What follows belongs to an exercise in optimizing a design on an open flow for small area, a short achievable clock period and few clock cycles per item; a production flow would make more cautious choices.
Only simulation tests tie the RTL to the original design; equivalence was not proved.
No activity file was given, so power comes from the tool's default toggle rates.

==> flow/design.v, too long to show whole: its modules and the start of the top module <==
// module bicubic_top: 1006 lines
module bicubic_top (
    input  wire        CLK,
    input  wire        RST,
    input  wire [6:0]  cfg_v0,
    input  wire [6:0]  cfg_h0,
    input  wire [4:0]  cfg_sw,
    input  wire [4:0]  cfg_sh,
    input  wire [5:0]  cfg_tw,
    input  wire [5:0]  cfg_th,
    output wire        src_rd_en,
    output wire [13:0] src_rd_addr,
    input  wire [7:0]  src_data,
    output wire        res_wr_en,
    output wire [9:0]  res_wr_addr,
    output wire [7:0]  res_wr_data,
    output logic       done
);
  // ...
==> flow/run.sh <==
#!/bin/bash
# synth_recipe.tcl (not shown) runs the flow's synth.tcl, then flattens the netlist and writes it again
# the make line also repeats each setting of config.mk as NAME=value (left out here)
make -C /OpenROAD-flow-scripts/flow DESIGN_CONFIG=/design/flow/config.mk WORK_HOME=/design/flow/orfs CLKGATE_MAP_FILE= SYNTH_SCRIPT=/design/flow/synth_recipe.tcl finish
==> flow/config.mk <==
export PLATFORM = sky130hd
export DESIGN_NAME = bicubic_top
export DESIGN_NICKNAME = bicubic_top
export VERILOG_FILES = /design/flow/design.v
export SDC_FILE = /design/flow/constraint.sdc
export NUM_CORES = 4
export LEC_CHECK = 0
export CAP_MARGIN = 20
export CORE_MARGIN = 2
export CORE_UTILIZATION = 40
export SLEW_MARGIN = 20
==> flow/constraint.sdc <==
create_clock -name core_clock -period 13.0 [get_ports {CLK}]
set_input_delay 2.6000 -clock core_clock [delete_from_list [all_inputs] [get_ports {CLK}]]
set_output_delay 2.6000 -clock core_clock [all_outputs]
set_load 0.01 [all_outputs]
==> summary.md, run 1 <==
| Metric | Value |
|---|---|
| Outcome | `timing/DRC/antenna clean` |
| Comb group | `35.6 uW` |
| Worst Path Buf+Inv | `1` |
| Die Outline Area | `60600 um2` |
| Crit-path max FO | `15` |
| Fill cell count | `5492` |
| Post-layout minimum cycle time | `4.50 ns` |
| Clk tree area frac | `0.0463` |
| FFs & Latches | `304` |
| Critical Path AT | `4.93 ns` |
| Worst slew margin | `0.341` |
| Critical path endpoint | `vtx[3]` |
| Min setup slack post-route | `8.50 ns` |
| Fin crit share | `0.346` |
| Seq. cell area | `7890 um2` |
| Seq/Total Area, Yosys | `0.336` |
| Xor/xnor share of the synthesized area | `0.0336` |
| Int Power | `1630 uW` |
| Highest Clock Rate | `0.222 GHz` |
| Clk Latency, worst-skew pair | `0.56 ns` |
| Count leader, synth | `inv_1` |
| Seq. pwr | `1010 uW` |
| Vias per Instance | `5.32` |
| Top Consumer | `clock` |
| Global route overflow | `0` |
| Final Max Tran Viols | `0` |
| GRT met2 Usage | `0.307` |
| Worst Min Path Start | `va` |
| Cells after Synth | `2396` |
| Pwr per Cell Area | `79.9 nW/um2` |
| P_leak | `0.0109 uW` |
| Die height | `246 um` |
| Distinct cells, synth | `78` |
| Seq pwr share | `0.484` |
| PostCTS Resize Cnt | `0` |
| Crit path launch type | `input pin` |
| Setup violators final | `0` |
| Worst min-delay path category | `reg2reg` |
| Avg Cell Area, Syn | `9.79 um2` |
| Root Driver | `clkbuf_16` |
Testbench counts, summed over its fixed seeds: cycles 89,169, pixels 20,672.
==> run 2, diff against run 1 <==
--- a/flow/design.v
+++ b/flow/design.v
@@ -250,22 +250,23 @@
             5'd27: cst = -18'sd4462;
             5'd28: cst = -18'sd3697;
             5'd29: cst = -18'sd2932;
             5'd30: cst = -18'sd2167;
             5'd31: cst = -18'sd1147;
             default: cst = '0;
         endcase
     endfunction
-    function automatic logic [7:0] clamp8(input logic [17:0] a);
+    function automatic logic [7:0] clamp8(input logic [17:8] a);
         if (a[17])      clamp8 = 8'd0;
         else if (a[16]) clamp8 = 8'hff;
         else            clamp8 = a[15:8];
     endfunction
     logic       tw8, tw16, th8, th16;
+    logic       tw8_q, tw16_q, th8_q, th16_q;    
     logic [6:0] sx8, sy8;         
     logic [6:0] sx8_q, sy8_q;     
     logic [2:0] ceil_h;           
     assign tw8  = cfg_tw[3];
     assign tw16 = cfg_tw[4];
     assign th8  = cfg_th[3];
     assign th16 = cfg_th[4];
     assign sx8  = tw8 ? {cfg_sw, 2'b00} : tw16 ? {1'b0, cfg_sw, 1'b0} : {2'b00, cfg_sw};
@@ -280,30 +281,31 @@
         else     st <= done;
     end
     logic        rd_en;
     logic [13:0] rd_addr;
     logic [13:0] ctop;        
     logic        rd_act;
     logic [1:0]  rc;          
     logic [5:0]  rj;          
+    logic        rjlast;      
     logic [5:0]  rows_m1;     
     logic [4:0]  rtx;         
     logic [4:0]  cfx;         
     logic [2:0]  dixq;        
     logic        cs1;         
     logic [2:0]  nrow;        
     logic [2:0]  pend;        
     logic [2:0]  dd1;         
     logic        shift;
     logic        row_end, col_end, job_end, credit;
     logic [7:0]  fx_sum;
     logic [13:0] aa, ab, asum;
     assign row_end = (rc == 2'd3);
-    assign col_end = row_end && (rj == rows_m1);
+    assign col_end = row_end && rjlast;
     assign job_end = col_end && (rtx == 5'd0);
     assign credit  = ({1'b0, nrow} <= {1'b0, pend} + {1'b0, dd1} + 4'd1);
     assign fx_sum  = {3'b000, cfx} + {1'b0, sx8_q};
     always_comb begin
         aa = rd_addr;
         ab = 14'd1;
         if (ist != 2'd0)  ab = ctop;
         else if (col_end) begin
@@ -353,36 +355,44 @@
     always_ff @(posedge CLK) begin
         dixq <= fx_sum[7:5];
         if (cs1) cfx <= fx_sum[4:0];
         if (st) begin
             rd_addr <= {8'({1'b0, cfg_v0} - 8'd2), 6'd27};
             ctop    <= {2'b00, cfg_v0, 5'd0};
             rows_m1 <= {3'b000, ceil_h};
             sx8_q   <= sx8;
+            tw8_q   <= tw8;
+            tw16_q  <= tw16;
+            th8_q   <= th8;
+            th16_q  <= th16;
             sy8_q   <= sy8;
             rtx     <= tw8 ? 5'd7 : tw16 ? 5'd15 : 5'd31;
-            rj      <= '0;
+            rj      <= 6'(cfg_sh) + 6'd3;    
+            rjlast  <= 1'b0;
             cfx     <= '0;
         end else if (ist != 2'd0) begin
             rd_addr <= asum;
             case (ist)
                 2'd1:    ctop <= {5'd0, cfg_v0, 2'd0};
                 2'd2:    ctop <= {7'd0, cfg_h0};
                 default: ctop <= asum;
             endcase
-            if (ist == 2'd1) rows_m1 <= 6'(cfg_sh) + 6'd3 - rows_m1;
+            if (ist == 2'd1) rows_m1 <= rj - rows_m1;
+            if (ist == 2'd2) rj <= '0;
         end else if (rd_en) begin
             rd_addr <= asum;
             if (col_end) begin
-                ctop <= asum;
-                rj   <= '0;
+                ctop   <= asum;
+                rj     <= '0;
+                rjlast <= 1'b0;
                 rtx  <= rtx - 5'd1;
             end else if (row_end) begin
-                rj <= rj + 6'd1;
+                rj     <= rj + 6'd1;
+                rjlast <= (rj + 6'd1 == rows_m1);
             end
         end
     end
     assign src_rd_en   = rd_en;
     assign src_rd_addr = rd_addr;
     logic        va, vb, fin;
     logic [1:0]  mtap;        
     logic [7:0]  dq;          
@@ -603,20 +613,18 @@
     wire ht_192 = (ht_155 & (acc_c[17] & ~hfirst)) | (ht_155 & ht_154) | ((acc_c[17] & ~hfirst) & ht_154);
     assign h_s = {ht_191, ht_189, ht_187, ht_185, ht_183, ht_181, ht_179, ht_177, ht_175, ht_173, ht_171, ht_169, ht_167, ht_165, ht_163, ht_161, ht_159, ht_157};
     assign h_c = {ht_190, ht_188, ht_186, ht_184, ht_182, ht_180, ht_178, ht_176, ht_174, ht_172, ht_170, ht_168, ht_166, ht_164, ht_162, ht_160, ht_158, (acc_c[0] & ~hfirst)};
     always_ff @(posedge CLK) begin
         dq     <= (mtap_n == 2'd0 || mtap_n == 2'd3) ? ~src_data : src_data;
         hneg   <= (mtap_n == 2'd0 || mtap_n == 2'd3);
         hfirst <= (mtap_n == 2'd0);
         hw_q   <= hw_d;
-        if (vb) begin
-            acc_s <= h_s;
-            acc_c <= h_c;
-        end
+        acc_s <= h_s;
+        acc_c <= h_c;
     end
     logic [7:0]  hrow, hrow2;  
     logic [1:0]  hc;           
     logic        hv;
     assign hv = (hc != 2'd0);
     logic [7:0]  win0, win1, win2, win3;    
     logic        vact, vph, wst, wlast;
     logic [4:0]  vty, vtx;
@@ -627,25 +635,151 @@
     logic [9:0]  wr_addr;
     logic [7:0]  wr_data;
     logic        vstart, last_row, next_last_row, vlast;
     logic [7:0]  fyn_sum;
     logic [7:0]  vx, vy;      
     logic [7:0]  hrow_d, wr_data_d;
     logic [17:0] v_s, v_c;
     assign vstart        = vact && !vph && (pend == 3'd0);
-    assign last_row      = th8 ? (vty == 5'd7) : th16 ? (vty == 5'd15) : (vty == 5'd31);
-    assign next_last_row = th8 ? (vty == 5'd6) : th16 ? (vty == 5'd14) : (vty == 5'd30);
-    assign vlast         = last_row && (tw8 ? (vtx == 5'd7) : tw16 ? (vtx == 5'd15) : (vtx == 5'd31));
+    assign last_row      = th8_q ? (vty == 5'd7) : th16_q ? (vty == 5'd15) : (vty == 5'd31);
+    assign next_last_row = th8_q ? (vty == 5'd6) : th16_q ? (vty == 5'd14) : (vty == 5'd30);
+    assign vlast         = last_row && (tw8_q ? (vtx == 5'd7) : tw16_q ? (vtx == 5'd15) : (vtx == 5'd31));
     assign fyn_sum       = {3'b000, fyn} + {1'b0, sy8_q};
     assign shift         = hv && (vph ? (dd1 != 3'd0) : (pend != 3'd0));
     logic [13:0] vw_d;
     assign vw_d      = vwt(vph ? fyn : fy, vstart);
-    assign hrow_d    = clamp8(acc_s + acc_c);
-    assign wr_data_d = clamp8(vacc_s + vacc_c);
+    wire [17:0] hadd_a = acc_s;
+    wire [17:0] hadd_b = acc_c;
+    wire [17:0] hadd_p = hadd_a ^ hadd_b;
+    wire [17:0] hadd_g = hadd_a & hadd_b;
+    wire hadd_G1 = hadd_g[1] | (hadd_p[1] & hadd_g[0]);
+    wire hadd_P1 = hadd_p[1] & hadd_p[0];
+    wire hadd_G2 = hadd_g[3] | (hadd_p[3] & hadd_g[2]);
+    wire hadd_P2 = hadd_p[3] & hadd_p[2];
+    wire hadd_G3 = hadd_g[5] | (hadd_p[5] & hadd_g[4]);
+    wire hadd_P3 = hadd_p[5] & hadd_p[4];
+    wire hadd_G4 = hadd_g[7] | (hadd_p[7] & hadd_g[6]);
+    wire hadd_P4 = hadd_p[7] & hadd_p[6];
+    wire hadd_G5 = hadd_g[9] | (hadd_p[9] & hadd_g[8]);
+    wire hadd_P5 = hadd_p[9] & hadd_p[8];
+    wire hadd_G6 = hadd_g[11] | (hadd_p[11] & hadd_g[10]);
+    wire hadd_P6 = hadd_p[11] & hadd_p[10];
+    wire hadd_G7 = hadd_g[13] | (hadd_p[13] & hadd_g[12]);
+    wire hadd_P7 = hadd_p[13] & hadd_p[12];
+    wire hadd_G8 = hadd_g[15] | (hadd_p[15] & hadd_g[14]);
+    wire hadd_P8 = hadd_p[15] & hadd_p[14];
+    wire hadd_G9 = hadd_g[17] | (hadd_p[17] & hadd_g[16]);
+    wire hadd_P9 = hadd_p[17] & hadd_p[16];
+    wire hadd_G10 = hadd_G2 | (hadd_P2 & hadd_G1);
+    wire hadd_P10 = hadd_P2 & hadd_P1;
+    wire hadd_G11 = hadd_G4 | (hadd_P4 & hadd_G3);
+    wire hadd_P11 = hadd_P4 & hadd_P3;
+    wire hadd_G12 = hadd_G6 | (hadd_P6 & hadd_G5);
+    wire hadd_P12 = hadd_P6 & hadd_P5;
+    wire hadd_G13 = hadd_G8 | (hadd_P8 & hadd_G7);
+    wire hadd_P13 = hadd_P8 & hadd_P7;
+    wire hadd_G14 = hadd_G11 | (hadd_P11 & hadd_G10);
+    wire hadd_P14 = hadd_P11 & hadd_P10;
+    wire hadd_G15 = hadd_G13 | (hadd_P13 & hadd_G12);
+    wire hadd_P15 = hadd_P13 & hadd_P12;
+    wire hadd_G16 = hadd_G15 | (hadd_P15 & hadd_G14);
+    wire hadd_P16 = hadd_P15 & hadd_P14;
+    wire hadd_G17 = hadd_G12 | (hadd_P12 & hadd_G14);
+    wire hadd_P17 = hadd_P12 & hadd_P14;
+    wire hadd_G18 = hadd_G3 | (hadd_P3 & hadd_G10);
+    wire hadd_P18 = hadd_P3 & hadd_P10;
+    wire hadd_G19 = hadd_G5 | (hadd_P5 & hadd_G14);
+    wire hadd_P19 = hadd_P5 & hadd_P14;
+    wire hadd_G20 = hadd_G7 | (hadd_P7 & hadd_G17);
+    wire hadd_P20 = hadd_P7 & hadd_P17;
+    wire hadd_G21 = hadd_G9 | (hadd_P9 & hadd_G16);
+    wire hadd_P21 = hadd_P9 & hadd_P16;
+    wire hadd_G22 = hadd_g[2] | (hadd_p[2] & hadd_G1);
+    wire hadd_P22 = hadd_p[2] & hadd_P1;
+    wire hadd_G23 = hadd_g[4] | (hadd_p[4] & hadd_G10);
+    wire hadd_P23 = hadd_p[4] & hadd_P10;
+    wire hadd_G24 = hadd_g[6] | (hadd_p[6] & hadd_G18);
+    wire hadd_P24 = hadd_p[6] & hadd_P18;
+    wire hadd_G25 = hadd_g[8] | (hadd_p[8] & hadd_G14);
+    wire hadd_P25 = hadd_p[8] & hadd_P14;
+    wire hadd_G26 = hadd_g[10] | (hadd_p[10] & hadd_G19);
+    wire hadd_P26 = hadd_p[10] & hadd_P19;
+    wire hadd_G27 = hadd_g[12] | (hadd_p[12] & hadd_G17);
+    wire hadd_P27 = hadd_p[12] & hadd_P17;
+    wire hadd_G28 = hadd_g[14] | (hadd_p[14] & hadd_G20);
+    wire hadd_P28 = hadd_p[14] & hadd_P20;
+    wire hadd_G29 = hadd_g[16] | (hadd_p[16] & hadd_G16);
+    wire hadd_P29 = hadd_p[16] & hadd_P16;
+    wire [17:8] hadd_sum = {hadd_p[17] ^ hadd_G29, hadd_p[16] ^ hadd_G16, hadd_p[15] ^ hadd_G28, hadd_p[14] ^ hadd_G20, hadd_p[13] ^ hadd_G27, hadd_p[12] ^ hadd_G17, hadd_p[11] ^ hadd_G26, hadd_p[10] ^ hadd_G19, hadd_p[9] ^ hadd_G25, hadd_p[8] ^ hadd_G14};
+    wire [17:0] vadd_a = vacc_s;
+    wire [17:0] vadd_b = vacc_c;
+    wire [17:0] vadd_p = vadd_a ^ vadd_b;
+    wire [17:0] vadd_g = vadd_a & vadd_b;
+    wire vadd_G1 = vadd_g[1] | (vadd_p[1] & vadd_g[0]);
+    wire vadd_P1 = vadd_p[1] & vadd_p[0];
+    wire vadd_G2 = vadd_g[3] | (vadd_p[3] & vadd_g[2]);
+    wire vadd_P2 = vadd_p[3] & vadd_p[2];
+    wire vadd_G3 = vadd_g[5] | (vadd_p[5] & vadd_g[4]);
+    wire vadd_P3 = vadd_p[5] & vadd_p[4];
+    wire vadd_G4 = vadd_g[7] | (vadd_p[7] & vadd_g[6]);
+    wire vadd_P4 = vadd_p[7] & vadd_p[6];
+    wire vadd_G5 = vadd_g[9] | (vadd_p[9] & vadd_g[8]);
+    wire vadd_P5 = vadd_p[9] & vadd_p[8];
+    wire vadd_G6 = vadd_g[11] | (vadd_p[11] & vadd_g[10]);
+    wire vadd_P6 = vadd_p[11] & vadd_p[10];
+    wire vadd_G7 = vadd_g[13] | (vadd_p[13] & vadd_g[12]);
+    wire vadd_P7 = vadd_p[13] & vadd_p[12];
+    wire vadd_G8 = vadd_g[15] | (vadd_p[15] & vadd_g[14]);
+    wire vadd_P8 = vadd_p[15] & vadd_p[14];
+    wire vadd_G9 = vadd_g[17] | (vadd_p[17] & vadd_g[16]);
+    wire vadd_P9 = vadd_p[17] & vadd_p[16];
+    wire vadd_G10 = vadd_G2 | (vadd_P2 & vadd_G1);
+    wire vadd_P10 = vadd_P2 & vadd_P1;
+    wire vadd_G11 = vadd_G4 | (vadd_P4 & vadd_G3);
+    wire vadd_P11 = vadd_P4 & vadd_P3;
+    wire vadd_G12 = vadd_G6 | (vadd_P6 & vadd_G5);
+    wire vadd_P12 = vadd_P6 & vadd_P5;
+    wire vadd_G13 = vadd_G8 | (vadd_P8 & vadd_G7);
+    wire vadd_P13 = vadd_P8 & vadd_P7;
+    wire vadd_G14 = vadd_G11 | (vadd_P11 & vadd_G10);
+    wire vadd_P14 = vadd_P11 & vadd_P10;
+    wire vadd_G15 = vadd_G13 | (vadd_P13 & vadd_G12);
+    wire vadd_P15 = vadd_P13 & vadd_P12;
+    wire vadd_G16 = vadd_G15 | (vadd_P15 & vadd_G14);
+    wire vadd_P16 = vadd_P15 & vadd_P14;
+    wire vadd_G17 = vadd_G12 | (vadd_P12 & vadd_G14);
+    wire vadd_P17 = vadd_P12 & vadd_P14;
+    wire vadd_G18 = vadd_G3 | (vadd_P3 & vadd_G10);
+    wire vadd_P18 = vadd_P3 & vadd_P10;
+    wire vadd_G19 = vadd_G5 | (vadd_P5 & vadd_G14);
+    wire vadd_P19 = vadd_P5 & vadd_P14;
+    wire vadd_G20 = vadd_G7 | (vadd_P7 & vadd_G17);
+    wire vadd_P20 = vadd_P7 & vadd_P17;
+    wire vadd_G21 = vadd_G9 | (vadd_P9 & vadd_G16);
+    wire vadd_P21 = vadd_P9 & vadd_P16;
+    wire vadd_G22 = vadd_g[2] | (vadd_p[2] & vadd_G1);
+    wire vadd_P22 = vadd_p[2] & vadd_P1;
+    wire vadd_G23 = vadd_g[4] | (vadd_p[4] & vadd_G10);
+    wire vadd_P23 = vadd_p[4] & vadd_P10;
+    wire vadd_G24 = vadd_g[6] | (vadd_p[6] & vadd_G18);
+    wire vadd_P24 = vadd_p[6] & vadd_P18;
+    wire vadd_G25 = vadd_g[8] | (vadd_p[8] & vadd_G14);
+    wire vadd_P25 = vadd_p[8] & vadd_P14;
+    wire vadd_G26 = vadd_g[10] | (vadd_p[10] & vadd_G19);
+    wire vadd_P26 = vadd_p[10] & vadd_P19;
+    wire vadd_G27 = vadd_g[12] | (vadd_p[12] & vadd_G17);
+    wire vadd_P27 = vadd_p[12] & vadd_P17;
+    wire vadd_G28 = vadd_g[14] | (vadd_p[14] & vadd_G20);
+    wire vadd_P28 = vadd_p[14] & vadd_P20;
+    wire vadd_G29 = vadd_g[16] | (vadd_p[16] & vadd_G16);
+    wire vadd_P29 = vadd_p[16] & vadd_P16;
+    wire [17:8] vadd_sum = {vadd_p[17] ^ vadd_G29, vadd_p[16] ^ vadd_G16, vadd_p[15] ^ vadd_G28, vadd_p[14] ^ vadd_G20, vadd_p[13] ^ vadd_G27, vadd_p[12] ^ vadd_G17, vadd_p[11] ^ vadd_G26, vadd_p[10] ^ vadd_G19, vadd_p[9] ^ vadd_G25, vadd_p[8] ^ vadd_G14};
+    assign hrow_d    = clamp8(hadd_sum);
+    assign wr_data_d = clamp8(vadd_sum);
     wire vt_1 = (vw_q[5] & vx[6]) ^ (vw_q[6] & vx[5]);
     wire vt_2 = (vw_q[5] & vx[6]) & (vw_q[6] & vx[5]);
     wire vt_3 = (vw_q[5] & vx[7]) ^ (vw_q[6] & vx[6]) ^ (vw_q[7] & vx[5]);
     wire vt_4 = ((vw_q[5] & vx[7]) & (vw_q[6] & vx[6])) | ((vw_q[5] & vx[7]) & (vw_q[7] & vx[5])) | ((vw_q[6] & vx[6]) & (vw_q[7] & vx[5]));
     wire vt_5 = (vw_q[8] & vx[4]) ^ (vw_q[9] & vx[3]) ^ (vw_q[10] & vx[2]);
     wire vt_6 = ((vw_q[8] & vx[4]) & (vw_q[9] & vx[3])) | ((vw_q[8] & vx[4]) & (vw_q[10] & vx[2])) | ((vw_q[9] & vx[3]) & (vw_q[10] & vx[2]));
     wire vt_7 = (vw_q[6] & vx[7]) ^ (vw_q[7] & vx[6]) ^ (vw_q[8] & vx[5]);
     wire vt_8 = ((vw_q[6] & vx[7]) & (vw_q[7] & vx[6])) | ((vw_q[6] & vx[7]) & (vw_q[8] & vx[5])) | ((vw_q[7] & vx[6]) & (vw_q[8] & vx[5]));
@@ -973,36 +1107,34 @@
         vw_q <= vw_d;
         if (vstart) begin
             vx <= win2;
             vy <= win3;
         end else begin
             vx <= shift ? win2 : win1;
             vy <= shift ? win1 : win0;
         end
-        if (vstart || vph) begin
-            vacc_s <= v_s;
-            vacc_c <= v_c;
-        end
+        vacc_s <= v_s;
+        vacc_c <= v_c;
         if (st) begin
             vty <= '0;
             vtx <= '0;
             fy  <= '0;
             fyn <= sy8[4:0];
         end else if (vph) begin
             wlast   <= vlast;
-            wr_addr <= tw8 ? 10'({vty, vtx[2:0]}) : tw16 ? 10'({vty, vtx[3:0]}) : {vty, vtx};
+            wr_addr <= tw8_q ? 10'({vty, vtx[2:0]}) : tw16_q ? 10'({vty, vtx[3:0]}) : {vty, vtx};
             fy      <= fyn;
             fyn     <= (!last_row && next_last_row) ? 5'd0 : fyn_sum[4:0];
             if (last_row) begin
                 vty <= '0;
                 vtx <= vtx + 5'd1;
             end else begin
                 vty <= vty + 5'd1;
             end
         end
-        if (wst) wr_data <= wr_data_d;
+        wr_data <= wr_data_d;     
     end
     assign res_wr_en   = wr_en;
     assign res_wr_addr = wr_addr;
     assign res_wr_data = wr_data;
 endmodule
 `default_nettype wire
==> flow/config.mk (replaced) <==
export PLATFORM = sky130hd
export DESIGN_NAME = bicubic_top
export DESIGN_NICKNAME = bicubic_top
export VERILOG_FILES = /design/flow/design.v
export SDC_FILE = /design/flow/constraint.sdc
export NUM_CORES = 4
export LEC_CHECK = 0
export CAP_MARGIN = 20
export CORE_MARGIN = 2
export CORE_UTILIZATION = 40
export CTS_BUF_LIST = sky130_fd_sc_hd__clkbuf_8
export CTS_CLUSTER_DIAMETER = 50
export CTS_CLUSTER_SIZE = 12
export SLEW_MARGIN = 20
==> run 2 against run 1 <==
Against the previous run: via count down 4.9%; final area decreased by 3.7%; synthesized cell count fell by 2.8%; non-clock buffer count did not move; die area shrank 3.1%; sequential power is essentially flat; critical endpoint is now src_rd_en; largest cell class unchanged.
==> summary.md, run 2 <==
| Metric | Value |
|---|---|
| Area after DPL | `24100 um2 (was 24900 um2)` |
| First-pass GRT wire length | `85600 um (was 91600 um)` |
| RR Startpoint | `vph (was ist[0])` |
| Worst path depth | `1 (was 8)` |
| Cts hold-fix bufs | `0 (unchanged)` |
| Net Sw Frac | `0.243 (was 0.219)` |
| Port buffer count | `72 (unchanged)` |
| Synth area leaders | `fa_1, dfxtp_1, edfxtp_1 (was edfxtp_1, fa_1, dfxtp_1)` |
| Setup violators final | `0 (unchanged)` |
| CTS tree | `built (unchanged)` |
| Worst Clk Skew | `0.0618 ns (was 0.0241 ns)` |
| P_leak | `0.0107 uW (was 0.0109 uW)` |
| Clock-pin slew on the worst setup and hold paths | `0.07 ns (was 0.06 ns)` |
| Core area | `56300 um2 (was 57800 um2)` |
| Actual slew at the worst max-slew pin | `0.979 ns (was 0.987 ns)` |
| Avg Cell Area, Syn | `9.75 um2 (was 9.79 um2)` |
| P_sw | `472 uW (was 456 uW)` |
| Buffer count from post-CTS setup fixing | `0 (unchanged)` |
| Reg-to-Reg End | `vacc_s[7] (was rd_addr[10])` |
| Seq pwr share | `0.512 (was 0.484)` |
| Most frequent cells in the layout | `inv_1, nand2_1, fa_1 (was inv_1, fa_1, nand2_1)` |
| WL final | `51200 um (was 55400 um)` |
| #FFs+latches synth | `309 (was 304)` |
| Pwr per Cell Area | `77.2 nW/um2 (was 79.9 nW/um2)` |
| Die height | `242 um (was 246 um)` |
| Int Power | `1470 uW (was 1630 uW)` |
| Die span in x | `242 um (was 246 um)` |
| Drt pass-1 iters | `5 (was 6)` |
| Post-route cell area | `25200 um2 (was 26100 um2)` |
| Setup CP Type | `reg2out (was in2reg)` |
| Logic pwr share | `0.016 (was 0.017)` |
| Reg2Reg Setup Slack | `8.46 ns (was 8.51 ns)` |
| HPWL after DPL | `38200 um (was 40500 um)` |
| Worst min-delay path category | `reg2reg (unchanged)` |
| Max stage delay on crit path | `0.76 ns (was 0.67 ns)` |
| Cells after Synth | `2329 (was 2396)` |
| Top FF cell, synth | `dfxtp_1 (was edfxtp_1)` |
| DRT antenna net count | `0 (unchanged)` |
| Num CTS Buffers | `46 (was 38)` |
| Fin crit share | `0.361 (was 0.346)` |
| Highest Clock Rate | `0.213 GHz (was 0.222 GHz)` |
| Worst slew margin | `0.347 (was 0.341)` |
| Worst Reg2Reg Path Length in Cells | `11 (was 17)` |
| Initial antenna violation count | `2 (was 0)` |
| Remaining routing DRC violations | `0 (unchanged)` |
| Post-layout minimum cycle time | `4.69 ns (was 4.50 ns)` |
| Clock sinks | `309 (was 304)` |
| Share of layout cells above drive strength 1 | `0.0722 (was 0.0610)` |
| Seq/Total Area, Yosys | `0.321 (was 0.336)` |
| DRT iter0 DRCs | `833 (was 1243)` |
| Critical path endpoint | `src_rd_en (was vtx[3])` |
| Critical Path Sink Type | `primary output (was flop)` |
| Clk pwr share | `0.472 (was 0.499)` |
| Max-Cap Viols | `0 (unchanged)` |
| RSZ-0062 raised after global routing | `false (unchanged)` |
| Fraction of registers with async set/reset | `0.0939 (was 0.0954)` |
| Global route overflow | `0 (unchanged)` |
| Root Driver | `clkbuf_8 (was clkbuf_16)` |
| Worst EP required | `10.40 ns (was 13.43 ns)` |
| Critical Path Start | `rd_en (was cfg_th[3])` |
| Synth-to-Final Area Change | `10.8% (was 11.4%)` |
| Worst-path cell chain | `clkdlybuf4s50_1 (was clkdlybuf4s50_1 -> nor2_1 -> and3_1 -> o21ai_0 -> nor2_1 -> nand4_1 -> xor2_1 -> nor2_1)` |
| Mapped Area | `22700 um2 (was 23400 um2)` |
| Post-Syn Nets | `2732 (was 2791)` |
| Commonest cells post-synth | `inv_1, nand2_1, fa_1, dfxtp_1, ha_1 (was inv_1, fa_1, nand2_1, nor2_1, edfxtp_1)` |
| Die Outline Area | `58700 um2 (was 60600 um2)` |
| Vias | `16300 (was 17100)` |
| Initial Util | `0.403 (was 0.406)` |
| Vias per Instance | `5.17 (was 5.32)` |
| Cell family with most CP delay | `flip-flops (was simple AND/OR/NAND/NOR gates)` |
| Distinct cells, synth | `76 (was 78)` |
| Final Max Tran Viols | `0 (unchanged)` |
| Num rows | `87 (was 88)` |
| WL per Instance | `16.3 um (was 17.2 um)` |
| Clk Latency, worst-skew pair | `0.68 ns (was 0.56 ns)` |
| Nets@finish | `2761 (was 2825)` |
| Post-synth EDFFs | `95 (was 165)` |
| Largest net degree at the start of global routing | `90 (was 87)` |
| Tot GR Track Use | `0.175 (was 0.186)` |
| # IOs | `81 (unchanged)` |
| Critical Path AT | `2.09 ns (was 4.93 ns)` |
| Worst-case clock buffer depth | `3 (unchanged)` |
| Worst Path Buf+Inv | `1 (unchanged)` |
| H-tree Lvls | `2 (unchanged)` |
| Crit-path max FO | `18 (was 15)` |
| Routability cong. | `0.896 (was 0.900)` |
| Post-synth top area cell | `fa_1 (was edfxtp_1)` |
| Top cell type's share of synthesized area | `0.196 (was 0.211)` |
| Setup_tns | `0 ns (unchanged)` |
| YS warnings | `1 (unchanged)` |
| Outcome | `timing/DRC/antenna clean (unchanged)` |
| Commonest non-fill, non-tap cell in the layout | `inv_1 (unchanged)` |
| Crit path launch type | `flop (was input pin)` |
| Count leader, synth | `inv_1 (unchanged)` |
| Cell at the slowest stage of the critical path | `dfrtp_1 (was clkdlybuf4s50_1)` |
| Vias in the first global route | `16800 (was 17600)` |
| Max IR drop VDD | `0.0629 mV (was 0.0787 mV)` |
| PostCTS Resize Cnt | `0 (unchanged)` |
| Hold Fails Final Rpt | `0 (unchanged)` |
[run 2: through the flow]
| stage | utilization | power, uW | instances | setup slack (ns) | hold slack [ns] |
|---|---|---|---|---|---|
| 3_3_place_gp | 0.428 | 1050 | 3066 | 8.39 | 0.343 |
| 6_report | 0.447 | 1940 | 3153 | 8.31 | 0.351 |
| 3_5_place_dp | 0.428 | 1050 | 3066 | 8.38 | 0.337 |
| 2_1_floorplan | - | 1030 | 2329 | 8.56 | 0.331 |
| 5_1_grt | 0.447 | 2020 | 3153 | 8.22 | 0.361 |
| 4_1_cts | 0.447 | 1970 | 3152 | 8.23 | 0.354 |
[run 2: kinds of logic (layout without fill, tap and decap cells)]
group	Yosys count	in the layout	share of synthesized area
DFF	309	309	0.321
other	0	1	0
muxes	98	98	0.0476
and+or+nand+nor	668	668	0.142
buffers and inverters	368	435	0.0619
xor gates and xnor gates	87	87	0.0336
AOI/OAI and AO/OA	442	442	0.124
adders and majority gates	357	357	0.270
[run 2: how the worst min path moves through the flow]
stage / startpoint / end / depth (start not counted)
floorplan: va / vb / 0
global placement: va / vb / 0
detailed placement: va / vb / 0
CTS: va / vb / 0
global route: va / vb / 0
finish: va / vb / 0
[run 2: power by group through the flow]
| stage | clock network, uW | registers [uW] | logic [uW] |
|---|---|---|---|
| 2_1_floorplan | 0 | 1010 | 14.7 |
| 3_3_place_gp | 0 | 1020 | 31.7 |
| 3_5_place_dp | 0 | 1020 | 32.1 |
| 4_1_cts | 946 | 994 | 32.3 |
| 5_1_grt | 992 | 994 | 35.2 |
| 6_report | 917 | 994 | 32.0 |
[run 2: metal layers]
layer | track usage | part of all wire | up-vias
met1 | 0.230 | 0.45 | 7966
met5 | 0 | 0 | -
met2 | 0.299 | 0.49 | 331
met4 | 0.0519 | 0.023 | 0
met3 | 0.0276 | 0.040 | 93
li1 | - | - | 7905
[run 2: area by class of cell]
cell class,instances,area [um2]
antenna,1,2.50
clock buffer,47,647
clock inverter,39,417
fill,5336,31100
inverter,257,965
multi-input combinational,1652,14000
sequential,309,7290
tap,756,946
timing repair buffer,92,871
Testbench counts of run 2, summed over its fixed seeds: cycles 89,169, pixels 20,672.
==> run 3, diff against run 2 <==
--- a/flow/config.mk
+++ b/flow/config.mk
@@ -8,7 +8,4 @@
 export CAP_MARGIN = 20
 export CORE_MARGIN = 2
 export CORE_UTILIZATION = 40
-export CTS_BUF_LIST = sky130_fd_sc_hd__clkbuf_8
-export CTS_CLUSTER_DIAMETER = 50
-export CTS_CLUSTER_SIZE = 12
 export SLEW_MARGIN = 20
==> run 3 against run 2 <==
Against the previous run: largest power group is now clock; via count is essentially flat; synthesized cell count unchanged; wire length barely moved; non-clock buffer count stayed put; critical path type unchanged; highest routed layer unchanged; worst hold slack got worse by 0.0035 ns; die area is the same; combinational power hardly changed; fmax increased by 2.4%; final area is 1.0% higher; core utilization up 0.45 points; setup slack gained 0.11 ns.
==> summary.md, run 3 <==
| Metric | Value |
|---|---|
| Routability cong. | `0.896 (unchanged)` |
| Max stage delay on crit path | `0.75 ns (was 0.76 ns)` |
| Cts hold-fix bufs | `0 (unchanged)` |
| Worst slew margin | `0.356 (was 0.347)` |
| Area fraction in compound gates after synthesis | `0.124 (unchanged)` |
| Buffer count from post-CTS setup fixing | `0 (unchanged)` |
| Max IR drop VDD | `0.0827 mV (was 0.0629 mV)` |
| Reg-to-Reg End | `vacc_s[7] (unchanged)` |
| Nets@finish | `2753 (was 2761)` |
| Port buffer count | `72 (unchanged)` |
| Crit-path max FO | `18 (unchanged)` |
| Worst min-delay path category | `reg2reg (unchanged)` |
| Synth area leaders | `fa_1, dfxtp_1, edfxtp_1 (unchanged)` |
| H-tree Lvls | `2 (unchanged)` |
| Clock-pin slew on the worst setup and hold paths | `0.06 ns (was 0.07 ns)` |
| Clk pwr share | `0.518 (was 0.472)` |
| Top cell type's share of synthesized area | `0.196 (unchanged)` |
| Critical Path Sink Type | `primary output (unchanged)` |
| DRT antenna net count | `0 (unchanged)` |
| YS warnings | `1 (unchanged)` |
| Worst EP required | `10.40 ns (about the same)` |
| Distinct cells, synth | `76 (unchanged)` |
| Mux share of post-synthesis cell area | `0.0476 (unchanged)` |
| Initial Util | `0.403 (unchanged)` |
| Drt pass-1 iters | `7 (was 5)` |
| P_leak | `0.0108 uW (was 0.0107 uW)` |
| Fill cell count | `5304 (was 5336)` |
| Initial antenna violation count | `1 (was 2)` |
| Die height | `242 um (unchanged)` |
| Net Sw Frac | `0.212 (was 0.243)` |
| Commonest cells post-synth | `inv_1, nand2_1, fa_1, dfxtp_1, ha_1 (unchanged)` |
| Main combinational cell family by area after synthesis | `adder cells (unchanged)` |
| Fraction of registers with async set/reset | `0.0939 (unchanged)` |
| #FFs+latches synth | `309 (unchanged)` |
| Crit path launch type | `flop (unchanged)` |
| Int Power | `1680 uW (was 1470 uW)` |
| Post-Syn Nets | `2732 (unchanged)` |
| Core area | `56300 um2 (unchanged)` |
| Clock sinks | `309 (unchanged)` |
| Num CTS Buffers | `38 (was 46)` |
| DRT iter0 DRCs | `1054 (was 833)` |
| Seq/Total Area, Yosys | `0.321 (unchanged)` |
| Post-synth EDFFs | `95 (unchanged)` |
| Most frequent cells in the layout | `inv_1, nand2_1, fa_1 (unchanged)` |
| Global route overflow | `0 (unchanged)` |
| Worst Min Path Start | `va (unchanged)` |
| Total power | `2130 uW (was 1940 uW)` |
| Avg Cell Area, Syn | `9.75 um2 (unchanged)` |
| Post-route cell area | `25400 um2 (was 25200 um2)` |
| Largest net degree at the start of global routing | `90 (unchanged)` |
| Hold path depth | `0 (unchanged)` |
| Post-layout minimum cycle time | `4.58 ns (was 4.69 ns)` |
| Max-Cap Viols | `0 (unchanged)` |
| Worst Path Buf+Inv | `1 (unchanged)` |
| RR Startpoint | `vph (unchanged)` |
| P_sw | `451 uW (was 472 uW)` |
| Remaining routing DRC violations | `0 (unchanged)` |
| Worst Reg2Reg Path Length in Cells | `11 (unchanged)` |
| Vias per Instance | `5.19 (was 5.17)` |
| Critical Path AT | `1.98 ns (was 2.09 ns)` |
| Vias in the first global route | `16700 (was 16800)` |
| WL per Instance | `16.3 um (about the same)` |
| Reg2Reg Setup Slack | `8.52 ns (was 8.46 ns)` |
| Highest Clock Rate | `0.218 GHz (was 0.213 GHz)` |
| Clk Latency, worst-skew pair | `0.56 ns (was 0.68 ns)` |
| # IOs | `81 (unchanged)` |
| Outcome | `timing/DRC/antenna clean (unchanged)` |
| Commonest non-fill, non-tap cell in the layout | `inv_1 (unchanged)` |
| Cell at the slowest stage of the critical path | `dfrtp_1 (unchanged)` |
| HPWL after DPL | `38200 um (unchanged)` |
| Post-synth top area cell | `fa_1 (unchanged)` |
| Placed insts | `3066 (unchanged)` |
| Worst-case clock buffer depth | `3 (unchanged)` |
| Actual slew at the worst max-slew pin | `0.952 ns (was 0.979 ns)` |
| Worst Clk Skew | `0.0324 ns (was 0.0618 ns)` |
| Num rows | `87 (unchanged)` |
| Area after DPL | `24100 um2 (unchanged)` |
| Tot GR Track Use | `0.175 (about the same)` |
| Simple-Gate Fraction of Synth Area | `0.142 (unchanged)` |
| Logic pwr share | `0.015 (was 0.016)` |
| Top FF cell, synth | `dfxtp_1 (unchanged)` |
| Pwr per Cell Area | `83.9 nW/um2 (was 77.2 nW/um2)` |
| Vias | `16300 (about the same)` |
| Adder-cell area share of the yosys netlist | `0.270 (unchanged)` |
| Hold Fails Final Rpt | `0 (unchanged)` |
| Final Max Tran Viols | `0 (unchanged)` |
| Worst-path cell chain | `clkdlybuf4s50_1 (unchanged)` |
| Setup_tns | `0 ns (unchanged)` |
| Xor/xnor share of the synthesized area | `0.0336 (unchanged)` |
| Count leader, synth | `inv_1 (unchanged)` |
| Cells after Synth | `2329 (unchanged)` |
| WL final | `51200 um (about the same)` |
| Share of layout cells above drive strength 1 | `0.0655 (was 0.0722)` |
| Setup violators final | `0 (unchanged)` |
| PostCTS Resize Cnt | `0 (unchanged)` |
| RSZ-0062 raised after global routing | `false (unchanged)` |
| Synth-to-Final Area Change | `11.9% (was 10.8%)` |
| Setup CP Type | `reg2out (unchanged)` |
| Die Outline Area | `58700 um2 (unchanged)` |
| Post-route insts no fill | `3136 (was 3153)` |
| First-pass GRT wire length | `85300 um (was 85600 um)` |
| Mapped Area | `22700 um2 (unchanged)` |
| Fin crit share | `0.352 (was 0.361)` |
| CTS tree | `built (unchanged)` |
| Cell family with most CP delay | `flip-flops (unchanged)` |
| Hold Path Sink | `vb (unchanged)` |
| Root Driver | `clkbuf_16 (was clkbuf_8)` |
| Die span in x | `242 um (unchanged)` |
| Seq pwr share | `0.467 (was 0.512)` |
| Diodes inserted | `0 (was 1)` |
-- run 3: power groups by stage --
stage | combinational, uW | clock, uW | sequential (uW)
after global placement | 31.7 | 0 | 1020
after floorplan | 14.7 | 0 | 1010
after detailed placement | 32.1 | 0 | 1020
final | 32.0 | 1100 | 995
after CTS | 32.3 | 1140 | 995
after global routing | 35.2 | 1170 | 995
-- run 3: worst max path at each step --
stage / start / end / cells after the start
5_1_grt: rc[0] / rd_addr[13] / 10
4_1_cts: rd_en / src_rd_en / 1
3_3_place_gp: cfg_sh[0] / rows_m1[1] / 9
2_1_floorplan: vph / vacc_s[6] / 14
6_report: rd_en / src_rd_en / 1
3_5_place_dp: cfg_sh[0] / rows_m1[1] / 9
-- run 3: final cells by class --
class                   count  area (um2)  share of cell area
flip-flops and latches    309        7290               0.287
multi-input cells        1652       14000               0.552
clock inverters            16         186             0.00734
well taps                 756         946              0.0372
repair buffers             92         871              0.0343
inverters                 257         965              0.0380
clock buffers              54        1130              0.0447
-- run 3: metal layers --
layer,GRT usage,share of wire,vias up
met5,0,0,-
met4,0.0563,0.020,0
met3,0.0203,0.036,72
met2,0.300,0.49,352
met1,0.231,0.46,7988
li1,-,-,7879
-- run 3: per-stage QoR --
step | util | setup slack, ns | hold slack [ns]
2_1_floorplan | - | 8.56 | 0.331
3_3_place_gp | 0.428 | 8.39 | 0.343
3_5_place_dp | 0.428 | 8.38 | 0.337
4_1_cts | 0.452 | 8.37 | 0.350
5_1_grt | 0.452 | 8.23 | 0.356
6_report | 0.452 | 8.42 | 0.348
-- run 3: logic make-up (layout without fill, tap and decap cells) --
logic type                 after synthesis  in the layout
adders and majority gates              357            357
and+or+nand+nor                        668            668
muxes                                   98             98
AOI/OAI and AO/OA                      442            442
xor gates and xnor gates                87             87
buffers and inverters                  368            419
DFF                                    309            309
==> run 4, diff against run 3 <==
--- a/flow/config.mk
+++ b/flow/config.mk
@@ -8,4 +8,7 @@
 export CAP_MARGIN = 20
 export CORE_MARGIN = 2
 export CORE_UTILIZATION = 40
+export CTS_BUF_LIST = sky130_fd_sc_hd__clkbuf_16
+export CTS_CLUSTER_DIAMETER = 60
+export CTS_CLUSTER_SIZE = 30
 export SLEW_MARGIN = 20
==> run 4 against run 3 <==
Against the previous run: final area decreased by 0.56%; synthesized cell count unchanged; wire length decreased by 0.66%; sequential share of layout area increased by 0.16 points; sequential power about the same; critical path type unchanged; highest routed layer unchanged.
==> summary.md, run 4 <==
| Metric | Value |
|---|---|
| Max stage delay on crit path | `0.76 ns (was 0.75 ns)` |
| Largest net degree at the start of global routing | `90 (unchanged)` |
| Setup violators final | `0 (unchanged)` |
| Cells after Synth | `2329 (unchanged)` |
| Post-route cell area | `25300 um2 (was 25400 um2)` |
| Setup_tns | `0 ns (unchanged)` |
| #FFs+latches synth | `309 (unchanged)` |
| Mux share of post-synthesis cell area | `0.0476 (unchanged)` |
| Initial Util | `0.403 (unchanged)` |
| Top FF cell, synth | `dfxtp_1 (unchanged)` |
| Highest routed layer | `met4 (unchanged)` |
| PostCTS Resize Cnt | `0 (unchanged)` |
| Vias in the first global route | `16700 (about the same)` |
| Cts hold-fix bufs | `0 (unchanged)` |
| Crit-path max FO | `18 (unchanged)` |
| Count leader, synth | `inv_1 (unchanged)` |
| H-tree Lvls | `2 (unchanged)` |
| Diodes inserted | `0 (unchanged)` |
| Total power | `2040 uW (was 2130 uW)` |
| Clock sinks | `309 (unchanged)` |
| Main combinational cell family by area after synthesis | `adder cells (unchanged)` |
| Critical Path Sink Type | `primary output (unchanged)` |
| Cell family with most CP delay | `flip-flops (unchanged)` |
| Setup CP Type | `reg2out (unchanged)` |
| Fin crit share | `0.352 (about the same)` |
| Remaining routing DRC violations | `0 (unchanged)` |
| Post-layout minimum cycle time | `4.58 ns (about the same)` |
| Fill cell count | `5308 (was 5304)` |
| Adder-cell area share of the yosys netlist | `0.270 (unchanged)` |
| Num rows | `87 (unchanged)` |
| Met3 Wirelength | `2100 um (was 1860 um)` |
| P_leak | `0.0107 uW (was 0.0108 uW)` |
| Post-Syn Nets | `2732 (unchanged)` |
| Area after DPL | `24100 um2 (unchanged)` |
| Buffer count from post-CTS setup fixing | `0 (unchanged)` |
| Tot GR Track Use | `0.174 (was 0.175)` |
| Worst min-delay path category | `reg2reg (unchanged)` |
| Die Outline Area | `58700 um2 (unchanged)` |
| Fraction of registers with async set/reset | `0.0939 (unchanged)` |
| # IOs | `81 (unchanged)` |
| Pwr per Cell Area | `80.6 nW/um2 (was 83.9 nW/um2)` |
| Synth-to-Final Area Change | `11.3% (was 11.9%)` |
| CTS tree | `built (unchanged)` |
| Worst-case clock buffer depth | `3 (unchanged)` |
| Worst slack, placed | `8.38 ns (unchanged)` |
| Vias | `16200 (was 16300)` |
| Routability cong. | `0.896 (unchanged)` |
| Max-Cap Viols | `0 (unchanged)` |
| Most frequent cells in the layout | `inv_1, nand2_1, fa_1 (unchanged)` |
| Seq/Total Area, Yosys | `0.321 (unchanged)` |
| Commonest cells post-synth | `inv_1, nand2_1, fa_1, dfxtp_1, ha_1 (unchanged)` |
| Cell at the slowest stage of the critical path | `dfrtp_1 (unchanged)` |
| Num CTS Buffers | `34 (was 38)` |
| Initial antenna violation count | `1 (unchanged)` |
| Actual slew at the worst max-slew pin | `0.940 ns (was 0.952 ns)` |
| YS warnings | `1 (unchanged)` |
| Worst slew margin | `0.365 (was 0.356)` |
| Synth area leaders | `fa_1, dfxtp_1, edfxtp_1 (unchanged)` |
| Root Driver | `clkbuf_16 (unchanged)` |
| Avg Cell Area, Syn | `9.75 um2 (unchanged)` |
| Area fraction in compound gates after synthesis | `0.124 (unchanged)` |
| Worst-path cell chain | `clkdlybuf4s50_1 (unchanged)` |
| WL final | `50900 um (was 51200 um)` |
| Core area | `56300 um2 (unchanged)` |
| Post-synth top area cell | `fa_1 (unchanged)` |
| Post-synth EDFFs | `95 (unchanged)` |
| Outcome | `timing/DRC/antenna clean (unchanged)` |
| Port buffer count | `72 (unchanged)` |
| Worst Path Buf+Inv | `1 (unchanged)` |
| Final Max Tran Viols | `0 (unchanged)` |
| Worst Clk Skew | `0.0337 ns (was 0.0324 ns)` |
| Drt pass-1 iters | `5 (was 7)` |
| Highest Clock Rate | `0.218 GHz (about the same)` |
| HPWL after DPL | `38200 um (unchanged)` |
| Die height | `242 um (unchanged)` |
| WL per Instance | `16.3 um (about the same)` |
| RSZ-0062 raised after global routing | `false (unchanged)` |
| Hold Fails Final Rpt | `0 (unchanged)` |
| Commonest non-fill, non-tap cell in the layout | `inv_1 (unchanged)` |
| Critical Path AT | `1.98 ns (about the same)` |
| DRT iter0 DRCs | `929 (was 1054)` |
| Die span in x | `242 um (unchanged)` |
| Crit path launch type | `flop (unchanged)` |
| First-pass GRT wire length | `85100 um (was 85300 um)` |
| Vias per Instance | `5.19 (about the same)` |
| Clk Latency, worst-skew pair | `0.56 ns (about the same)` |
| Xor/xnor share of the synthesized area | `0.0336 (unchanged)` |
| Max IR drop VDD | `0.0908 mV (was 0.0827 mV)` |
| Worst EP required | `10.40 ns (about the same)` |
| Min setup slack post-route | `8.42 ns (about the same)` |
| Top cell type's share of synthesized area | `0.196 (unchanged)` |
| Nets@finish | `2749 (was 2753)` |
| Simple-Gate Fraction of Synth Area | `0.142 (unchanged)` |
| Global route overflow | `0 (unchanged)` |
| Mapped Area | `22700 um2 (unchanged)` |
| Met2 WL | `24900 um (was 25000 um)` |
| Met1 WL | `22800 um (was 23400 um)` |
| Clock-pin slew on the worst setup and hold paths | `0.07 ns (was 0.06 ns)` |
| Distinct cells, synth | `76 (unchanged)` |
| DRT antenna net count | `0 (unchanged)` |
| Share of layout cells above drive strength 1 | `0.0649 (was 0.0655)` |
run 4: where the power goes:
| group | leakage [uW] | internal (uW) | switching, uW | total, uW |
|---|---|---|---|---|
| Clock | 0.000572 | 537 | 474 | 1010 |
| Sequential | 0.00271 | 990 | 3.24 | 994 |
| Combinational | 0.00744 | 15.7 | 16.4 | 32.1 |
| Total | 0.0107 | 1540 | 494 | 2040 |
run 4: kinds of logic (layout without fill, tap and decap cells):
family | count (synthesis) | count (layout)
flops | 309 | 309
buf+inv | 368 | 411
xor+xnor | 87 | 87
mux | 98 | 98
compound gates | 442 | 442
simple gates | 668 | 668
fa+ha+maj | 357 | 357
run 4: final timing paths:
kind / start / end / slack [ns] / cells after the start
max in group asynchronous: RST / st / 10.20 / 3
max: rd_en / src_rd_en / 8.42 / 1
min: va / vb / 0.35 / 0
min in group asynchronous: RST / mtap[1] / 2.44 / 3
min reg2reg: va / vb / 0.35 / 0
max reg2reg: vph / vacc_s[7] / 8.51 / 11
run 4: cell type report:
cell class / instances / area [um2] / share of cell area
clock buffers: 34 / 851 / 0.0337
clock inverters: 28 / 329 / 0.0130
inverters: 257 / 965 / 0.0382
multi-input cells: 1652 / 14000 / 0.555
flip-flops and latches: 309 / 7290 / 0.288
well taps: 756 / 946 / 0.0374
repair buffers: 92 / 871 / 0.0345
run 4: layer usage:
layer | up-vias | global-route usage
met4 | 0 | 0.0559
li1 | 7864 | -
met5 | - | 0
met3 | 84 | 0.0219
met2 | 362 | 0.299
met1 | 7909 | 0.229
run 4: through the flow:
stage               hold WS (ns)   util  cells
detailed placement         0.337  0.428   3066
finish                     0.351  0.449   3128
global route               0.360  0.449   3128
global placement           0.343  0.428   3066
floorplan                  0.331      -   2329
CTS                        0.353  0.449   3128
==> run 5, diff against run 4 <==
--- a/flow/config.mk
+++ b/flow/config.mk
@@ -9,6 +9,6 @@
 export CORE_MARGIN = 2
 export CORE_UTILIZATION = 40
 export CTS_BUF_LIST = sky130_fd_sc_hd__clkbuf_16
-export CTS_CLUSTER_DIAMETER = 60
-export CTS_CLUSTER_SIZE = 30
+export CTS_CLUSTER_DIAMETER = 80
+export CTS_CLUSTER_SIZE = 24
 export SLEW_MARGIN = 20
==> run 5 against run 4 <==
Against the previous run: still clean; sequential share of layout area up 0.29 points; core utilization shrank 0.44 points; clock power is 15% lower; critical path type unchanged; largest cell class unchanged; highest routed layer unchanged.
==> summary.md, run 5 <==
| Metric | Value |
|---|---|
| Worst slew margin | `0.358 (was 0.365)` |
| Largest net degree at the start of global routing | `90 (unchanged)` |
| Top FF cell, synth | `dfxtp_1 (unchanged)` |
| GR Util met3 | `0.0186 (was 0.0219)` |
| Seq. cell area | `7290 um2 (unchanged)` |
| Core area | `56300 um2 (unchanged)` |
| Post-Syn Nets | `2732 (unchanged)` |
| Crit path launch type | `flop (unchanged)` |
| Share of layout cells above drive strength 1 | `0.0598 (was 0.0649)` |
| Vias per Instance | `5.20 (was 5.19)` |
| Vias | `16200 (about the same)` |
| Cell family with most CP delay | `flip-flops (unchanged)` |
| GR peak layer | `met2 (unchanged)` |
| H-tree Lvls | `1 (was 2)` |
| WL per Instance | `16.3 um (about the same)` |
| Worst min-delay path category | `reg2reg (unchanged)` |
| DRT antenna net count | `0 (unchanged)` |
| Fraction of registers with async set/reset | `0.0939 (unchanged)` |
| Root Driver | `clkbuf_16 (unchanged)` |
| Commonest cells post-synth | `inv_1, nand2_1, fa_1, dfxtp_1, ha_1 (unchanged)` |
| Commonest non-fill, non-tap cell in the layout | `inv_1 (unchanged)` |
| Tot GR Track Use | `0.172 (was 0.174)` |
| Hold Fails Final Rpt | `0 (unchanged)` |
| Initial Util | `0.403 (unchanged)` |
| Actual slew at the worst max-slew pin | `0.963 ns (was 0.940 ns)` |
| Fin Hold WS | `0.357 ns (was 0.351 ns)` |
| Setup CP Type | `reg2out (unchanged)` |
| Worst Path Buf+Inv | `1 (unchanged)` |
| Distinct cells, synth | `76 (unchanged)` |
| Cts hold-fix bufs | `0 (unchanged)` |
| #FFs+latches synth | `309 (unchanged)` |
| Die span in x | `242 um (unchanged)` |
| Remaining routing DRC violations | `0 (unchanged)` |
| Cells after Synth | `2329 (unchanged)` |
| Worst-case clock buffer depth | `3 (unchanged)` |
| Max stage delay on crit path | `0.77 ns (was 0.76 ns)` |
| Post-synth top area cell | `fa_1 (unchanged)` |
| Die Outline Area | `58700 um2 (unchanged)` |
| RSZ-0062 raised after global routing | `false (unchanged)` |
| Logic pwr share | `0.017 (was 0.016)` |
| Worst EP required | `10.40 ns (about the same)` |
| P_sw | `450 uW (was 494 uW)` |
| Routability cong. | `0.896 (unchanged)` |
| Vias in the first global route | `16600 (was 16700)` |
| Avg Cell Area, Syn | `9.75 um2 (unchanged)` |
| P_leak | `0.0106 uW (was 0.0107 uW)` |
| Clock sinks | `309 (unchanged)` |
| # IOs | `81 (unchanged)` |
| Seq/Total Area, Yosys | `0.321 (unchanged)` |
| Seq pwr share | `0.528 (was 0.488)` |
| Clock-pin slew on the worst setup and hold paths | `0.10 ns (was 0.07 ns)` |
| Mapped Area | `22700 um2 (unchanged)` |
| Worst-path cell chain | `clkdlybuf4s50_1 (unchanged)` |
| Multi-input logic area | `14000 um2 (unchanged)` |
| WL final | `50600 um (was 50900 um)` |
| Buffer count from post-CTS setup fixing | `0 (unchanged)` |
| Critical Path AT | `2.01 ns (was 1.98 ns)` |
| Max IR drop VDD | `0.0771 mV (was 0.0908 mV)` |
| Critical Path Sink Type | `primary output (unchanged)` |
| Clk pwr share | `0.455 (was 0.496)` |
| Pwr per Cell Area | `75.2 nW/um2 (was 80.6 nW/um2)` |
| Post-layout minimum cycle time | `4.61 ns (was 4.58 ns)` |
| Diodes inserted | `0 (unchanged)` |
| Global route overflow | `0 (unchanged)` |
| Int Power | `1430 uW (was 1540 uW)` |
| Net Sw Frac | `0.239 (was 0.242)` |
| Num CTS Buffers | `25 (was 34)` |
| Die height | `242 um (unchanged)` |
| Synth area leaders | `fa_1, dfxtp_1, edfxtp_1 (unchanged)` |
| Cell at the slowest stage of the critical path | `dfrtp_1 (unchanged)` |
| GR Layer Usage met1 | `0.229 (about the same)` |
| Synth-to-Final Area Change | `10.2% (was 11.3%)` |
| Fill cell count | `5325 (was 5308)` |
| Setup_tns | `0 ns (unchanged)` |
| Highest Clock Rate | `0.217 GHz (was 0.218 GHz)` |
| GRT met2 Usage | `0.300 (was 0.299)` |
| HPWL after DPL | `38200 um (unchanged)` |
| DRT iter0 DRCs | `947 (was 929)` |
| Worst Clk Skew | `0.0414 ns (was 0.0337 ns)` |
| Most frequent cells in the layout | `inv_1, nand2_1, fa_1 (unchanged)` |
| Crit-path max FO | `18 (unchanged)` |
| CTS tree | `built (unchanged)` |
| Initial antenna violation count | `1 (unchanged)` |
| Max-Cap Viols | `0 (unchanged)` |
| Clk Latency, worst-skew pair | `0.58 ns (was 0.56 ns)` |
| Num rows | `87 (unchanged)` |
| First-pass GRT wire length | `84500 um (was 85100 um)` |
| Count leader, synth | `inv_1 (unchanged)` |
| PostCTS Resize Cnt | `0 (unchanged)` |
| Post-synth EDFFs | `95 (unchanged)` |
| Setup violators final | `0 (unchanged)` |
| Top cell type's share of synthesized area | `0.196 (unchanged)` |
| Nets@finish | `2740 (was 2749)` |
| Fin crit share | `0.355 (was 0.352)` |
| YS warnings | `1 (unchanged)` |
| Outcome | `timing/DRC/antenna clean (unchanged)` |
| Drt pass-1 iters | `5 (unchanged)` |
| Final Max Tran Viols | `0 (unchanged)` |
| Port buffer count | `72 (unchanged)` |
==> run 5: cell counts after synthesis <==
No cell type changed its count.
==> run 5: area by class of cell <==
class,instances,share of cell area
clock buffer,25,0.0250
sequential,309,0.291
timing repair buffer,92,0.0348
tap,756,0.0378
clock inverter,21,0.0122
multi-input combinational,1652,0.560
inverter,257,0.0386
==> run 5: cells by family (layout without fill, tap and decap cells) <==
logic type | Yosys count | count (layout) | share of synthesized area
flip-flops | 309 | 309 | 0.321
buffers and inverters | 368 | 395 | 0.0619
adder cells (fa/ha/maj) | 357 | 357 | 0.270
XOR/XNOR | 87 | 87 | 0.0336
AND/OR/NAND/NOR | 668 | 668 | 0.142
multiplexers | 98 | 98 | 0.0476
AO/OA/AOI/OAI | 442 | 442 | 0.124
==> run 5: worst paths after layout <==
check                      startpoint        end  slack, ns  cells past startpoint
setup / recovery                rd_en  src_rd_en       8.39                      1
hold / removal                     va         vb       0.36                      0
setup reg to reg                  vph  vacc_s[7]       8.48                     11
hold reg to reg                    va         vb       0.36                      0
max in group asynchronous         RST         st      10.22                      3
min in group asynchronous         RST    mtap[1]       2.40                      3
==> run 5: per-layer routing <==
metal	vias to the layer above	part of all wire	wire length (um)
met5	-	0	0
met1	7924	0.46	23100
met2	337	0.49	24700
met3	72	0.036	1810
met4	0	0.021	1040
li1	7836	-	-
==> run 5: power by group through the flow <==
stage | sequential, uW | clock [uW] | combinational, uW
after floorplan | 1010 | 0 | 14.7
after global routing | 994 | 919 | 35.2
after global placement | 1020 | 0 | 31.7
after CTS | 993 | 885 | 32.4
after detailed placement | 1020 | 0 | 32.1
final | 993 | 857 | 32.1
==> run 5: per-stage QoR <==
stage,cell area (um2),setup WS [ns],total power (uW),cells,utilization
final,25000,8.39,1880,3112,0.445
after global routing,25000,8.20,1950,3112,0.445
after CTS,25000,8.34,1910,3112,0.445
after detailed placement,24100,8.38,1050,3066,0.428
after global placement,24100,8.39,1050,3066,0.428
after floorplan,22700,8.56,1030,2329,-

-- afterwards: timing with drivers on the ports --
The flow's constraints put no driver on any port. The routed layouts listed below were extracted and timed again, unchanged, in two steps. Step 1: set_driving_cell puts a clkbuf_16 on CLK and a buf_2 on each other input, an assumption about the parent block. Step 2 moves the port delays by t, midway between the first and last clock arrival at a register: inputs arrive t later, outputs are due t later. That takes back most of the time a late clock gives input paths. Three values: ideal ports, drivers, drivers and shift; two values: the first two.
| run | t, ns | slack for setup (ns) | hold WS [ns] | worst register clock-pin slew, ns |
|---|---|---|---|---|
| run 1 | 0.607 | 8.499 / 8.472 / 7.925 | 0.354 / 0.354 / 0.354 | 0.07 / 0.07 |
| run 2 | 0.697 | 8.310 / 8.258 / 8.381 | 0.351 / 0.351 / 0.351 | 0.08 / 0.08 |
| run 3 | 0.603 | 8.421 / 8.368 / 8.336 | 0.348 / 0.348 / 0.348 | 0.07 / 0.07 |
| run 4 | 0.597 | 8.422 / 8.365 / 8.353 | 0.351 / 0.351 / 0.351 | 0.09 / 0.09 |
| run 5 | 0.617 | 8.390 / 8.336 / 8.367 | 0.357 / 0.357 / 0.357 | 0.10 / 0.10 |
After both steps every run listed still meets setup and hold. The setup slack of run 1, which loses most, moves by -0.027 ns with the drivers and by -0.574 ns with both steps.
